Source: an optimization exercise on an open RTL-to-GDS flow (aim: small area). Production flows keep margins and buffers that such runs may drop.
RTL that was checked went through simulation tests only; none was proved equivalent to the original.
Power figures rest on the tool's default switching activity, not on a simulated workload. The clock port is modelled as an ideal driver; clocking choices that lean on that would not hold on a real chip.

## cedar
==> flow/design.v (excerpt) <==
module dcache_top (
  input  logic        CLK,
  input  logic        nRST,
  input  logic        cpu_ren,
  input  logic        cpu_wen,
  input  logic        cpu_halt,
  input  logic [31:0] cpu_addr,
  input  logic [31:0] cpu_store,
  output logic        cpu_hit,
  output logic [31:0] cpu_load,
  output logic        cpu_flushed,
  output logic        mem_ren,
  output logic        mem_wen,
  output logic [31:0] mem_addr,
  output logic [31:0] mem_store,
  input  logic        dwait,
  input  logic [31:0] dload
);
  localparam logic [3:0] IDLE    = 4'b0000;
  localparam logic [3:0] WB0     = 4'b0100;
  localparam logic [3:0] WB1     = 4'b0101;
  localparam logic [3:0] FILL0   = 4'b0010;
  localparam logic [3:0] FILL1   = 4'b0011;
  localparam logic [3:0] FCHK    = 4'b1000;
  localparam logic [3:0] FW0     = 4'b1100;
  localparam logic [3:0] FW1     = 4'b1101;
  localparam logic [3:0] FLUSHED = 4'b1001;
  logic [3:0]  state_q, state_d;
  logic [3:0]  cnt_q, cnt_d;    
  logic        st_flush, st_wen, st_ren, st_second, st_idle;
  assign st_flush  = state_q[3];
  assign st_wen    = state_q[2];
  assign st_ren    = state_q[1];
  assign st_second = state_q[0];
  assign st_idle   = (state_q == IDLE);
  logic [25:0] req_tag;
  logic [2:0]  req_index;
  logic        req_word;
  logic        req;
  assign req_tag   = cpu_addr[31:6];
  ...
Size: ~1,500 flip-flops, roughly 200 I/O pins, ~54,000 um2 of cells after synthesis.
Settings: LEC_CHECK=0, ABC_AREA=1, CAP_MARGIN=5, CORE_MARGIN=2, CORE_UTILIZATION=65, GPL_TIMING_DRIVEN=0, PLACE_DENSITY=0.75, SLEW_MARGIN=5; clock period 12.0 ns.
standard.sh (not shown) runs the stock make flow with config.mk's settings and CLKGATE_MAP_FILE= SYNTH_SCRIPT=/design/flow/synth_recipe.tcl, a recipe that flattens the netlist after the stock synthesis.
==> flow/flow/run.sh <==
#!/bin/bash
# Own layout flow: the standard ORFS flow (standard.sh) with two changes to
# synthesis, which otherwise runs synth_recipe.tcl unchanged:
#  - yosys synth also gets -noabc (no generic ABC pass before mapping), so the
#    RTL's and-or structure reaches the final mapping;
#  - the final ABC mapping uses flow/abc_amap.script (area-oriented).
# Extra make variables (port buffer cell, CTS options) come from flow/extra.mk.
# Every tool's output goes to a log of its own in this folder.
set -euo pipefail
W=$PWD
{
  cat <<'TCL'
# map combinational logic with flow/abc_amap.script instead of ORFS's script
proc abc {args} {
  set i [lsearch -exact $args -script]
  if {$i >= 0} { lset args [expr {$i + 1}] $::env(FLOW_ABC_SCRIPT) }
  yosys abc {*}$args
}
TCL
  sed 's/yosys synth -nofsm -noshare /yosys synth -nofsm -noshare -noabc /' synth_recipe.tcl
} > own_synth.tcl
grep -q -- '-nofsm -noshare -noabc' own_synth.tcl
export FLOW_ABC_SCRIPT=$W/flow/abc_amap.script
EXTRA=(SYNTH_SCRIPT=$W/own_synth.tcl)
if [[ -f flow/extra.mk ]]; then
  while read -r line; do [[ -n "$line" ]] && EXTRA+=("$line"); done < flow/extra.mk
fi
bash standard.sh "${EXTRA[@]}" synth > synth.log 2>&1
bash standard.sh "${EXTRA[@]}" finish > layout.log 2>&1
==> flow/flow/abc_amap.script <==
strash
dch -f
amap
==> flow/flow/extra.mk <==
BUFFER_PORTS_ARGS=-buffer_cell sky130_fd_sc_hd__buf_1
CTS_ARGS=-sink_clustering_enable -repair_clock_nets -dont_use_dummy_load -buf_list sky130_fd_sc_hd__clkbuf_8 -sink_clustering_size 16 -sink_clustering_max_diameter 60
cedar ended with every stage complete and zero timing, DRC or antenna violations.
Edits applied to the flow inputs when going from cedar to harbor:
- SLEW_MARGIN changed from 5 to 0
- GPL_TIMING_DRIVEN removed (was 0)
- CAP_MARGIN changed from 5 to 0
==> flow/flow/extra.mk <==
BUFFER_PORTS_ARGS=-buffer_cell sky130_fd_sc_hd__buf_1
CTS_ARGS=-sink_clustering_enable -repair_clock_nets -dont_use_dummy_load -buf_list sky130_fd_sc_hd__clkbuf_16 -sink_clustering_size 30 -sink_clustering_max_diameter 80
Setup slack of the most critical reg-to-reg path: lower on cedar. Taking cedar as the reference, in harbor vias after detailed routing now smaller, total of cells resized after clock tree synthesis shrank by 2.
Input-level comparison between sierra and harbor:
- changing CORE_UTILIZATION from 65 to 75
- changing PLACE_DENSITY from 0.75 to 0.85
- changing SLEW_MARGIN from 0 to 5
- changing CAP_MARGIN from 0 to 5
==> flow/flow/extra.mk <==
BUFFER_PORTS_ARGS=-buffer_cell sky130_fd_sc_hd__buf_1
CTS_ARGS=-sink_clustering_enable -repair_clock_nets -dont_use_dummy_load -buf_list sky130_fd_sc_hd__clkbuf_8 -sink_clustering_size 16 -sink_clustering_max_diameter 60
==> run notes <==
- Compared with harbor, in sierra setup slack fell by 0.23 ns, post-detailed-placement half-perimeter wirelength increased about 2.6%.
- | fraction of power consumed by the clock network | sierra vs harbor | 0.2 points lower |
Changes in willow relative to sierra:
- PLACE_DENSITY: 0.85 -> 0.75
- CORE_UTILIZATION: 75 -> 65
==> flow/flow/extra.mk <==
BUFFER_PORTS_ARGS=-buffer_cell sky130_fd_sc_hd__buf_1
CTS_ARGS=-sink_clustering_enable -repair_clock_nets -dont_use_dummy_load -buf_list {sky130_fd_sc_hd__clkbuf_4 sky130_fd_sc_hd__clkbuf_8} -sink_clustering_size 12 -sink_clustering_max_diameter 60
### Flow results
- Delta (willow minus sierra): design area went up, actual transition at the worst max-transition pin went down, global-route wire length before repair went down, count of clock-net buffers in the final layout went up, number of tap instances went up.
- Count of multi-input combinational gates came out exactly the same in sierra and willow.
- sierra ended up with met4 as its uppermost layer routed; willow ended up with met5.
- Higher post-route clock period utilization among sierra and willow: sierra
The inputs of amber differ from those of willow as listed below.
==> flow/flow/extra.mk <==
BUFFER_PORTS_ARGS=-buffer_cell sky130_fd_sc_hd__buf_1
CTS_ARGS=-sink_clustering_enable -repair_clock_nets -dont_use_dummy_load -buf_list sky130_fd_sc_hd__clkbuf_16 -sink_clustering_size 30 -sink_clustering_max_diameter 80
Findings:
Between amber and willow, the difference in count of sequential standard cells is negligible. Compared with willow, amber shows a lower total clock network power. Diff amber and willow: cell area higher in willow. Summary of amber over willow: logic gate share of total power saw an increase; setup slack after layout saw an increase; global-route usage saw a decrease; sequential portion of the cell area saw an increase; global-route track usage on met2 saw little to no change.
For fjord, these inputs were changed with respect to amber:
==> flow/flow/extra.mk <==
BUFFER_PORTS_ARGS=-buffer_cell sky130_fd_sc_hd__buf_1
CTS_ARGS=-sink_clustering_enable -repair_clock_nets -dont_use_dummy_load -buf_list sky130_fd_sc_hd__clkbuf_8 -sink_clustering_size 16 -sink_clustering_max_diameter 60
Findings:
The higher shortest clock period the worst path allows after layout came out of fjord. Re placer congestion estimate: no difference whatsoever between fjord and amber. As far as count of mapped cells out of synthesis is concerned, fjord and amber perform about the same. fjord has amount of wire on met3 after detailed routing above what amber had. Summary of the comparison: post-detailed-route wirelength per cell is lower in fjord, relative to amber. Looking at global-route met3 utilization across amber and fjord, the one that comes out higher is fjord.
No run of this note included a check of the RTL's function; only the layout flow was run.

---

Another version of the RTL of dcache_top (not shown whole).
Size in the first run: ~2900 cells after synthesis, roughly 1500 flip-flops, about 200 I/O pins, ~54000 sq um of cells after synthesis.
## dcache_top
module dcache_top (
  input  logic        CLK,
  input  logic        nRST,
  input  logic        cpu_ren,
  input  logic        cpu_wen,
  input  logic        cpu_halt,
  input  logic [31:0] cpu_addr,
  input  logic [31:0] cpu_store,
  output logic        cpu_hit,
  output logic [31:0] cpu_load,
  output logic        cpu_flushed,
  output logic        mem_ren,
  output logic        mem_wen,
  output logic [31:0] mem_addr,
  output logic [31:0] mem_store,
  input  logic        dwait,
  input  logic [31:0] dload
);
clock: 12.0 ns
lec_check: 0
abc_area: 1
cap_margin: 5
core_margin: 2
core_utilization: 65
place_density: 0.75
slew_margin: 5
==> flow/flow/extra.mk <==
BUFFER_PORTS_ARGS=-buffer_cell sky130_fd_sc_hd__buf_1
CTS_ARGS=-sink_clustering_enable -repair_clock_nets -dont_use_dummy_load -buf_list sky130_fd_sc_hd__clkbuf_16 -sink_clustering_size 30 -sink_clustering_max_diameter 80
GPL_KEEP_OVERFLOW=0.3
Scripts as last shown in full above: flow/flow/run.sh, flow/flow/abc_amap.script
Then changed:
==> flow/flow/extra.mk (replaced) <==
BUFFER_PORTS_ARGS=-buffer_cell sky130_fd_sc_hd__buf_1
CTS_ARGS=-sink_clustering_enable -repair_clock_nets -dont_use_dummy_load -buf_list sky130_fd_sc_hd__clkbuf_8 -sink_clustering_size 16 -sink_clustering_max_diameter 60
CAP_MARGIN = 20   (was 5)
CTS_BUF_LIST = sky130_fd_sc_hd__clkbuf_8   (was unset)
CTS_CLUSTER_DIAMETER = 60   (was unset)
CTS_CLUSTER_SIZE = 16   (was unset)
SLEW_MARGIN = 20   (was 5)
What happened: Total power decreases by 3.2%. Clock power stays flat. Via count is lower by 2.4%. Flip-flop and latch count does not change. Die area stays the same.
Then changed:
==> flow/flow/extra.mk (replaced) <==
BUFFER_PORTS_ARGS=-buffer_cell sky130_fd_sc_hd__buf_1
CTS_ARGS=-sink_clustering_enable -repair_clock_nets -dont_use_dummy_load -buf_list sky130_fd_sc_hd__clkbuf_16 -sink_clustering_size 30 -sink_clustering_max_diameter 80
CAP_MARGIN = 5   (was 20)
CTS_BUF_LIST = unset   (was sky130_fd_sc_hd__clkbuf_8)
CTS_CLUSTER_DIAMETER = unset   (was 60)
CTS_CLUSTER_SIZE = unset   (was 16)
SLEW_MARGIN = 5   (was 20)
After rerunning: Clock-buffer cell count shrinks by 49. Combinational power shrinks by about 1%. Worst hold slack stays flat.
Then changed:
==> flow/flow/extra.mk (replaced) <==
BUFFER_PORTS_ARGS=-buffer_cell sky130_fd_sc_hd__buf_1
CTS_ARGS=-sink_clustering_enable -repair_clock_nets -dont_use_dummy_load -buf_list sky130_fd_sc_hd__clkbuf_8 -sink_clustering_size 16 -sink_clustering_max_diameter 60
After rerunning:
- The new run ran to the end with no violations
- sequential share of layout area stays flat
- worst hold slack barely changes
- clock-buffer cell count increases by 49
- core utilization barely changes
- design area is about the same
- global-route usage is higher by 0.19 points
- sequential power stays flat
- non-clock buffer count does not change
- worst setup slack degrades by 4.3 ps
- routed wire length hardly moves

---

indigo:
The RTL this note starts from:
==> flow/design.v <==
`default_nettype none
module dcache_top (
  input  logic        CLK,
  input  logic        nRST,
  input  logic        cpu_ren,
  input  logic        cpu_wen,
  input  logic        cpu_halt,
  input  logic [31:0] cpu_addr,
  input  logic [31:0] cpu_store,
  output logic        cpu_hit,
  output logic [31:0] cpu_load,
  output logic        cpu_flushed,
  output logic        mem_ren,
  output logic        mem_wen,
  output logic [31:0] mem_addr,
  output logic [31:0] mem_store,
  input  logic        dwait,
  input  logic [31:0] dload
);
  localparam logic [3:0] IDLE    = 4'b0000;
  localparam logic [3:0] WB0     = 4'b0100;
  localparam logic [3:0] WB1     = 4'b0101;
  localparam logic [3:0] FILL0   = 4'b0010;
  localparam logic [3:0] FILL1   = 4'b0011;
  localparam logic [3:0] FCHK    = 4'b1000;
  localparam logic [3:0] FW0     = 4'b1100;
  localparam logic [3:0] FW1     = 4'b1101;
  localparam logic [3:0] FLUSHED = 4'b1001;
  logic [3:0]  state_q, state_d;
  logic [3:0]  cnt_q, cnt_d;    
  logic        st_flush, st_wen, st_ren, st_second, st_idle;
  assign st_flush  = state_q[3];
  assign st_wen    = state_q[2];
  assign st_ren    = state_q[1];
  assign st_second = state_q[0];
  assign st_idle   = (state_q == IDLE);
  logic [25:0] req_tag;
  logic [2:0]  req_index;
  logic        req_word;
  logic        req;
  assign req_tag   = cpu_addr[31:6];
  assign req_index = cpu_addr[5:3];
  assign req_word  = cpu_addr[2];
  assign req       = cpu_ren | cpu_wen;
  logic [15:0]       valid_q;    
  logic [15:0]       dirty_q;
  logic [15:0][25:0] tag_q;
  logic [7:0]        lru_q;      
  logic [31:0][31:0] data_q;     
  logic [2:0]  idx;
  assign idx = st_flush ? cnt_q[3:1] : req_index;
  logic        v0, v1, d0, d1, lru;
  logic [25:0] t0, t1;
  assign v0  = valid_q[{1'b0, idx}];
  assign v1  = valid_q[{1'b1, idx}];
  assign d0  = dirty_q[{1'b0, idx}];
  assign d1  = dirty_q[{1'b1, idx}];
  assign t0  = tag_q[{1'b0, idx}];
  assign t1  = tag_q[{1'b1, idx}];
  assign lru = lru_q[idx];
  logic m0, m1, hit;
  assign m0  = v0 && (t0 == req_tag);
  assign m1  = v1 && (t1 == req_tag);
  assign hit = m0 | m1;
  logic way;
  assign way = st_idle ? m1 : cnt_q[0];
  logic victim_way, need_wb;
  assign victim_way = !v0 ? 1'b0 : !v1 ? 1'b1 : lru;
  assign need_wb    = v0 && v1 && (lru ? d1 : d0);
  logic        rd_word;
  logic [31:0] rd_data;
  assign rd_word = st_wen ? st_second : req_word;
  logic [7:0]       set_oh;
  logic [3:0][31:0] col;
  always_comb
  begin
    for (int i = 0; i < 8; i++)
      set_oh[i] = (idx == 3'(i));
    for (int c = 0; c < 4; c++)
    begin
      col[c] = '0;
      for (int i = 0; i < 8; i++)
        col[c] = col[c] | (data_q[{c[1], i[2:0], c[0]}] & {32{set_oh[i]}});
    end
  end
  assign rd_data = col[{way, rd_word}];
  logic [25:0] sel_tag;
  assign sel_tag = cnt_q[0] ? t1 : t0;
  assign cpu_load    = rd_data;
  assign mem_store   = rd_data;
  assign mem_ren     = st_ren;
  assign mem_wen     = st_wen;
  assign cpu_flushed = (state_q == FLUSHED);
  assign mem_addr    = {st_wen ? sel_tag : req_tag, idx,
                        st_wen ? st_second : (req_word ^ st_second), 2'b00};
  logic hit_now;
  assign hit_now = st_idle && req && hit;
  assign cpu_hit = hit_now || (st_ren && st_second && !dwait);
  logic        we;
  logic        wr_word;
  logic [31:0] wr_data;
  assign we      = st_ren || (hit_now && cpu_wen);
  assign wr_word = req_word ^ st_second;
  assign wr_data = (cpu_wen && !st_second) ? cpu_store : dload;
  logic [15:0] line_sel;
  for (genvar l = 0; l < 16; l++)
  begin : g_sel
    assign line_sel[l] = ({way, idx} == 4'(l));
  end
  for (genvar l = 0; l < 16; l++)
  begin : g_line
    always_ff @(posedge CLK, negedge nRST)
    begin
      if (!nRST)
        valid_q[l] <= 1'b0;
      else if (line_sel[l] && we)
        valid_q[l] <= 1'b1;
      else if (line_sel[l] && st_flush)
        valid_q[l] <= 1'b0;
    end
    always_ff @(posedge CLK)
    begin
      if (line_sel[l] && we)
      begin
        dirty_q[l] <= cpu_wen;
        tag_q[l]   <= req_tag;
      end
    end
    for (genvar w = 0; w < 2; w++)
    begin : g_word
      always_ff @(posedge CLK)
      begin
        if (line_sel[l] && we && wr_word == 1'(w))
          data_q[{l, 1'(w)}] <= wr_data;
      end
    end
  end
  for (genvar s = 0; s < 8; s++)
  begin : g_lru
    always_ff @(posedge CLK)
    begin
      if (idx == 3'(s) && (hit_now || st_ren))
        lru_q[s] <= !way;
    end
  end
  always_ff @(posedge CLK, negedge nRST)
  begin
    if (!nRST)
      state_q <= IDLE;
    else
      state_q <= state_d;
  end
  always_ff @(posedge CLK)
  begin
    cnt_q <= cnt_d;
  end
  logic line_done;
  assign line_done = (state_q == FCHK && !(cnt_q[0] ? v1 && d1 : v0 && d0))
                  || (state_q == FW1 && !dwait);
  always_comb
  begin
    state_d = state_q;
    cnt_d   = cnt_q;
    case (state_q)
      IDLE:
      begin
        cnt_d = {3'b000, req && victim_way};
        if (req)
        begin
          if (!hit)
            state_d = need_wb ? WB0 : FILL0;
        end
        else if (cpu_halt)
          state_d = FCHK;
      end
      WB0:     if (!dwait) state_d = WB1;
      WB1:     if (!dwait) state_d = FILL0;
      FILL0:   if (!dwait) state_d = FILL1;
      FILL1:   if (!dwait) state_d = IDLE;
      FCHK:    if (!line_done) state_d = FW0;
      FW0:     if (!dwait) state_d = FW1;
      FW1:     ;  
      FLUSHED: state_d = FLUSHED;
      default: state_d = IDLE;
    endcase
    if (line_done)
    begin
      cnt_d   = cnt_q + 4'd1;
      state_d = (cnt_q == 4'd15) ? FLUSHED : FCHK;
    end
  end
endmodule
`default_nettype wire
Settings: LEC_CHECK=0, ABC_AREA=1, CAP_MARGIN=20, CORE_MARGIN=2, CORE_UTILIZATION=65, CTS_BUF_LIST=sky130_fd_sc_hd__clkbuf_8, CTS_CLUSTER_DIAMETER=60, CTS_CLUSTER_SIZE=16, PLACE_DENSITY=0.75, SLEW_MARGIN=20; clock period 12.0 ns.
==> flow/flow/run.sh <==
#!/bin/bash
# Own layout flow: the standard ORFS flow (standard.sh), with the synthesis
# run through synth_recipe.tcl unchanged except that the final ABC mapping uses
# an area-oriented script (flow/abc_amap.script); every tool's output goes to
# a log of its own in this folder.
set -euo pipefail
W=$PWD
{
  cat <<'TCL'
# map combinational logic with flow/abc_amap.script instead of ORFS's script
proc abc {args} {
  set i [lsearch -exact $args -script]
  if {$i >= 0} { lset args [expr {$i + 1}] $::env(FLOW_ABC_SCRIPT) }
  yosys abc {*}$args
}
TCL
  cat synth_recipe.tcl
} > own_synth.tcl
export FLOW_ABC_SCRIPT=$W/flow/abc_amap.script
EXTRA=(SYNTH_SCRIPT=$W/own_synth.tcl)
if [[ -f flow/extra.mk ]]; then
  while read -r line; do [[ -n "$line" ]] && EXTRA+=("$line"); done < flow/extra.mk
fi
bash standard.sh "${EXTRA[@]}" synth > synth.log 2>&1
bash standard.sh "${EXTRA[@]}" finish > layout.log 2>&1
==> flow/flow/extra.mk <==
BUFFER_PORTS_ARGS=-buffer_cell sky130_fd_sc_hd__buf_1
Scripts as last shown in full above: flow/flow/abc_amap.script
The inputs of nickel differ from those of indigo as listed below.
Settings: CTS_CLUSTER_SIZE changed from 16 to 20; CTS_CLUSTER_DIAMETER changed from 60 to 40.
==> comparison <==
In nickel relative to indigo, ratio of total power to cell area had gone up by a little under 10%.
On final worst setup slack, nickel does worse than indigo.
From indigo to nickel the numbers moved as follows: sink count of the clock tree about even; part of the cycle the worst path needs about even.
The run showing the greater portion of the layout cell area used by clock cells is nickel.
Delta (nickel minus indigo): overall global routing resource usage higher, share of final-layout standard cells stronger than drive strength 1 higher, utilization higher.

==> port drivers added, routing unchanged <==
The results above use ideal ports. As a check the final layouts listed here were re-extracted and re-timed, cells and wires unchanged. Step 1: set_driving_cell puts a clkbuf_16 on CLK and a buf_2 on each other input, an assumption about the parent block. Step 2 also shifts input and output timing later by t, the mid clock arrival at the registers, as if the neighbouring blocks saw the same clock. a / b / c = ideal ports / drivers / drivers and shift; a / b = the first two.
run | shift t [ns] | slack for setup (ns) | slew at the worst register clock pin (ns)
cedar | 0.808 | 0.490 / 0.466 / 0.466 | 0.11 / 0.11
harbor | 0.728 | 1.048 / 1.026 / 1.026 | 0.11 / 0.11
sierra | 0.812 | 0.818 / 0.792 / 0.792 | 0.12 / 0.12
willow | 0.870 | 0.982 / 0.960 / 0.960 | 0.08 / 0.08
amber | 0.728 | 1.048 / 1.026 / 1.026 | 0.11 / 0.11
fjord | 0.782 | 1.023 / 1.001 / 1.001 | 0.10 / 0.10
the first run of note 2 | 0.726 | 0.524 / 0.494 / 0.494 | 0.11 / 0.11
the second run of note 2 | 0.808 | 0.165 / 0.142 / 0.142 | 0.11 / 0.11
the third run of note 2 | 0.729 | 0.255 / 0.233 / 0.233 | 0.11 / 0.11
the fourth run of note 2 | 0.793 | 0.251 / 0.229 / 0.229 | 0.10 / 0.10
indigo | 0.820 | 0.984 / 0.961 / 0.961 | 0.11 / 0.11
nickel | 0.897 | 0.966 / 0.942 / 0.942 | 0.11 / 0.11
After both steps setup and hold are still met in every run listed. The setup slack of the first run of note 2, which loses most, moves by -0.030 ns with the drivers and by -0.030 ns with both steps.
